This is an optimization exercise on Yosys and OpenROAD, whose aim is small area and a short achievable clock period, not a production implementation.
Only simulation tests tie the RTL to the original design; equivalence was not proved.
No activity file was given, so power comes from the tool's default toggle rates.

==> flow/design.v (excerpt) <==
module tx_frame_scheduler #(
    parameter int ADDR_W = 9
) (
    input  logic        i_clk,
    input  logic        i_rst,
    input  logic [7:0]  i_wr_data,
    input  logic        i_wr_en,
    input  logic        i_wr_abort,
    input  logic        i_clear_status,
    output logic        o_wr_ready,
    output logic [7:0]  o_tx_data,
    output logic        o_tx_valid,
    output logic        o_tx_last,
    input  logic        i_tx_ready,
    output logic [15:0] o_data_size,
    output logic [7:0]  o_frames_count,
    output logic [15:0] o_status
);
    localparam int DEPTH = 2**ADDR_W;
    localparam int PW    = ADDR_W + 1;
    localparam logic [15:0] MAX_LEN = 16'(DEPTH - 2);
    logic          s_len0, s_len1, s_data, s_skip, s_wbusy;
    logic          r_idle, r_hdr0, r_hdr1, r_data, r_rbusy;
    logic [ADDR_W-1:0] r_wr_ptr, r_commit_ptr;
    logic [PW-1:0] r_used, r_size;
    logic          r_full, r_nready, r_empty;
    logic [7:0]    r_len_lo;
    logic          r_lenlo_z, r_lenlo_1, r_lenlo_ff;
    logic [15:0]   r_remain;
    logic          r_rem1;
    logic [ADDR_W-1:0] r_count;
    logic          r_last;
    logic [7:0]    r_dout;
    logic [7:0]    r_frames;
    logic          r_frames_nz;
    logic [7:0]    r_drops;
    logic [3:0]    r_sticky;
    logic [7:0]    r_wa_n [8];
    logic [7:0]    r_wb_n;
    logic [7:0]    r_wq_data;
    localparam int NB  = 8;
    localparam int BW  = ADDR_W - 3;
    localparam int QTR = DEPTH / NB;
    logic [7:0]    w_rdata;
    logic [2:0]    r_ra_lo;
    logic [BW-1:0] r_bidx [NB];
    logic [7:0]    r_bdat [NB];
    assign w_rdata = r_bdat[r_ra_lo];
    logic abort_act, en, skip_dec, full_hit, store, st_len1, st_data;
    logic len_z, len_big, zl, ov, ok_len, commit, rewind, drop;
    logic [15:0] w_len;
    assign w_len     = {i_wr_data, r_len_lo};
    assign abort_act = i_wr_abort & ~s_len0;
  ...
For scale: roughly 65 I/O pins.
Settings: LEC_CHECK=0, ABC_CLOCK_PERIOD_IN_PS=3000, CAP_MARGIN=20, CORE_MARGIN=2, CORE_UTILIZATION=40, CTS_CLUSTER_DIAMETER=120, CTS_CLUSTER_SIZE=25, SETUP_SLACK_MARGIN=4.3, SLEW_MARGIN=20; clock period 7.0 ns.
run.sh (not shown) runs the stock make flow with config.mk's settings and CLKGATE_MAP_FILE= SYNTH_SCRIPT=/design/flow/synth_recipe.tcl, a recipe that flattens the netlist after the stock synthesis.
Then changed:
--- a/flow/design.v
+++ b/flow/design.v
@@ -187,69 +187,51 @@
             r_rbusy      <= 1'b0;
             r_wr_ptr     <= '0;
             r_commit_ptr <= '0;
             r_ra_lo      <= '0;
             for (int j = 0; j < NB; j++) r_bidx[j] <= '0;
             r_used       <= '0;
             r_size       <= '0;
             r_full       <= 1'b0;
             r_nready     <= 1'b0;
             r_empty      <= 1'b1;
-            r_len_lo     <= 8'd0;
-            r_lenlo_z    <= 1'b1;
-            r_lenlo_1    <= 1'b0;
-            r_lenlo_ff   <= 1'b0;
-            r_remain     <= 16'd0;
-            r_rem1       <= 1'b0;
-            r_count      <= '0;
             r_last       <= 1'b0;
             r_dout       <= 8'd0;
             r_frames     <= 8'd0;
             r_frames_o   <= 8'd0;
             r_size_o     <= '0;
             r_nempty_o   <= 1'b0;
             r_full_o     <= 1'b0;
             r_valid_o    <= 1'b0;
             r_last_o     <= 1'b0;
             r_frames_nz  <= 1'b0;
             r_drops      <= 8'd0;
             r_sticky     <= 4'b0000;
         end else begin
             s_len0  <= n_len0;
             s_len1  <= n_len1;
             s_data  <= n_data;
             s_skip  <= n_skip;
             s_wbusy <= ~n_len0;
-            r_remain <= n_remain;
-            r_rem1   <= n_rem1;
-            if (store && s_len0) begin
-                r_len_lo   <= i_wr_data;
-                r_lenlo_z  <= (i_wr_data == 8'h00);
-                r_lenlo_1  <= (i_wr_data == 8'h01);
-                r_lenlo_ff <= (i_wr_data == 8'hFF);
-            end
             if (rewind)     r_wr_ptr <= r_commit_ptr;
             else if (store) r_wr_ptr <= wr_inc;
             if (commit) r_commit_ptr <= wr_inc;
             r_idle  <= (r_idle & ~r_frames_nz) | last_xfer;
             r_hdr0  <= r_idle & r_frames_nz;
             r_hdr1  <= r_hdr0;
             r_data  <= r_hdr1 | (r_data & ~last_xfer);
             r_rbusy <= ~((r_idle & ~r_frames_nz) | last_xfer);
             if ((r_idle & r_frames_nz) | r_hdr0 | r_hdr1 | (xfer & ~r_last)) begin
                 r_ra_lo <= r_ra_lo + 3'd1;
                 for (int j = 0; j < NB; j++)
                     if (r_ra_lo == 3'(j)) r_bidx[j] <= r_bidx[j] + 1'b1;
             end
-            if (r_idle)      r_count[7:0]        <= w_rdata;
-            else if (r_hdr0) r_count[ADDR_W-1:8] <= w_rdata[ADDR_W-9:0];
-            else if (xfer)   r_count       <= cnt_dec;
             if (r_hdr1)      r_last <= cnt_is1;
             else if (r_data) r_last <= i_tx_ready ? (~r_last & cnt_is2) : r_last;
             else             r_last <= 1'b0;
             if (r_hdr1)      r_dout <= w_rdata;
             else if (r_data) r_dout <= i_tx_ready ? dout_adv : r_dout;
             else             r_dout <= 8'd0;
             r_frames    <= n_frames;
             r_frames_nz <= f_inc | (f_dec & (r_frames != 8'd1)) | (f_hold & r_frames_nz);
             r_frames_o <= n_frames_o;
             r_size_o   <= n_size_o;
@@ -263,20 +245,33 @@
             r_size  <= n_size;
             r_full  <= n_full;
             r_nready <= n_full;
             r_empty <= n_empty;
             r_sticky <= (i_clear_status ? 4'b0000 : r_sticky) |
                         {abort_act, ov, zl, full_hit};
             r_drops  <= n_drops;
         end
     end
     always_ff @(posedge i_clk) begin
+        r_remain <= n_remain;
+        r_rem1   <= n_rem1;
+        if (store && s_len0) begin
+            r_len_lo   <= i_wr_data;
+            r_lenlo_z  <= (i_wr_data == 8'h00);
+            r_lenlo_1  <= (i_wr_data == 8'h01);
+            r_lenlo_ff <= (i_wr_data == 8'hFF);
+        end
+        if (r_idle)      r_count[7:0]        <= w_rdata;
+        else if (r_hdr0) r_count[ADDR_W-1:8] <= w_rdata[ADDR_W-9:0];
+        else if (xfer)   r_count             <= cnt_dec;
+    end
+    always_ff @(posedge i_clk) begin
         for (int j = 0; j < 8; j++)
             for (int k = 0; k < 8; k++)
                 r_wa_n[j][k] <= ~(store && r_wr_ptr[2:0] == 3'(j) && r_wr_ptr[5:3] == 3'(k));
         for (int k = 0; k < 8; k++) r_wb_n[k] <= ~(r_wr_ptr[8:6] == 3'(k));
         r_wq_data <= i_wr_data;
     end
     logic [DEPTH*8-1:0] r_mem;
     always_ff @(posedge i_clk) begin
         for (int j = 0; j < NB; j++) begin
             for (int i = 0; i < QTR; i++)
Outcome:
- The new run completed without violations
- clock power stays flat
- total power drops by about 4%
- cell area drops by about 0.47%
- synthesized cell count drops by about 1%
- clock skew climbs by 43 ps
- worst setup slack improved by 110 ps
- area after synthesis stays flat
- cell count drops by about 0.7%
- hold slack got worse by 5.7 ps
- routed wire length drops by about 4.3%

==> re-timing with driven ports <==
The results above use ideal ports. As a check the final layouts listed here were re-extracted and re-timed, cells and wires unchanged.
Step 1 (the two cells are an assumption about what drives the block):
set clk [get_ports {i_clk}]
set_driving_cell -lib_cell sky130_fd_sc_hd__clkbuf_16 $clk
set_driving_cell -lib_cell sky130_fd_sc_hd__buf_2 [delete_from_list [all_inputs] $clk]
Step 2 times the ports against the registers' clock, not the clock port: input delays grow and output delays shrink by t, the midpoint of the rising clock arrivals with the driver on.
Slacks: no drivers / after step 1 / after step 2; pairs: no drivers / after step 1.
| run | t (ns) | setup slack, ns | hold WS [ns] | worst setup path at the end |
|---|---|---|---|---|
| the first run | 1.044 | 3.882 / 3.768 / 3.209 | 0.499 / 0.499 / 0.499 | input to register |
| the second run | 1.067 | 3.994 / 3.873 / 3.410 | 0.494 / 0.494 / 0.494 | input to register |
After both steps setup and hold are still met in every run listed. The setup slack of the first run, which loses most, moves by -0.114 ns with the drivers and by -0.673 ns with both steps.
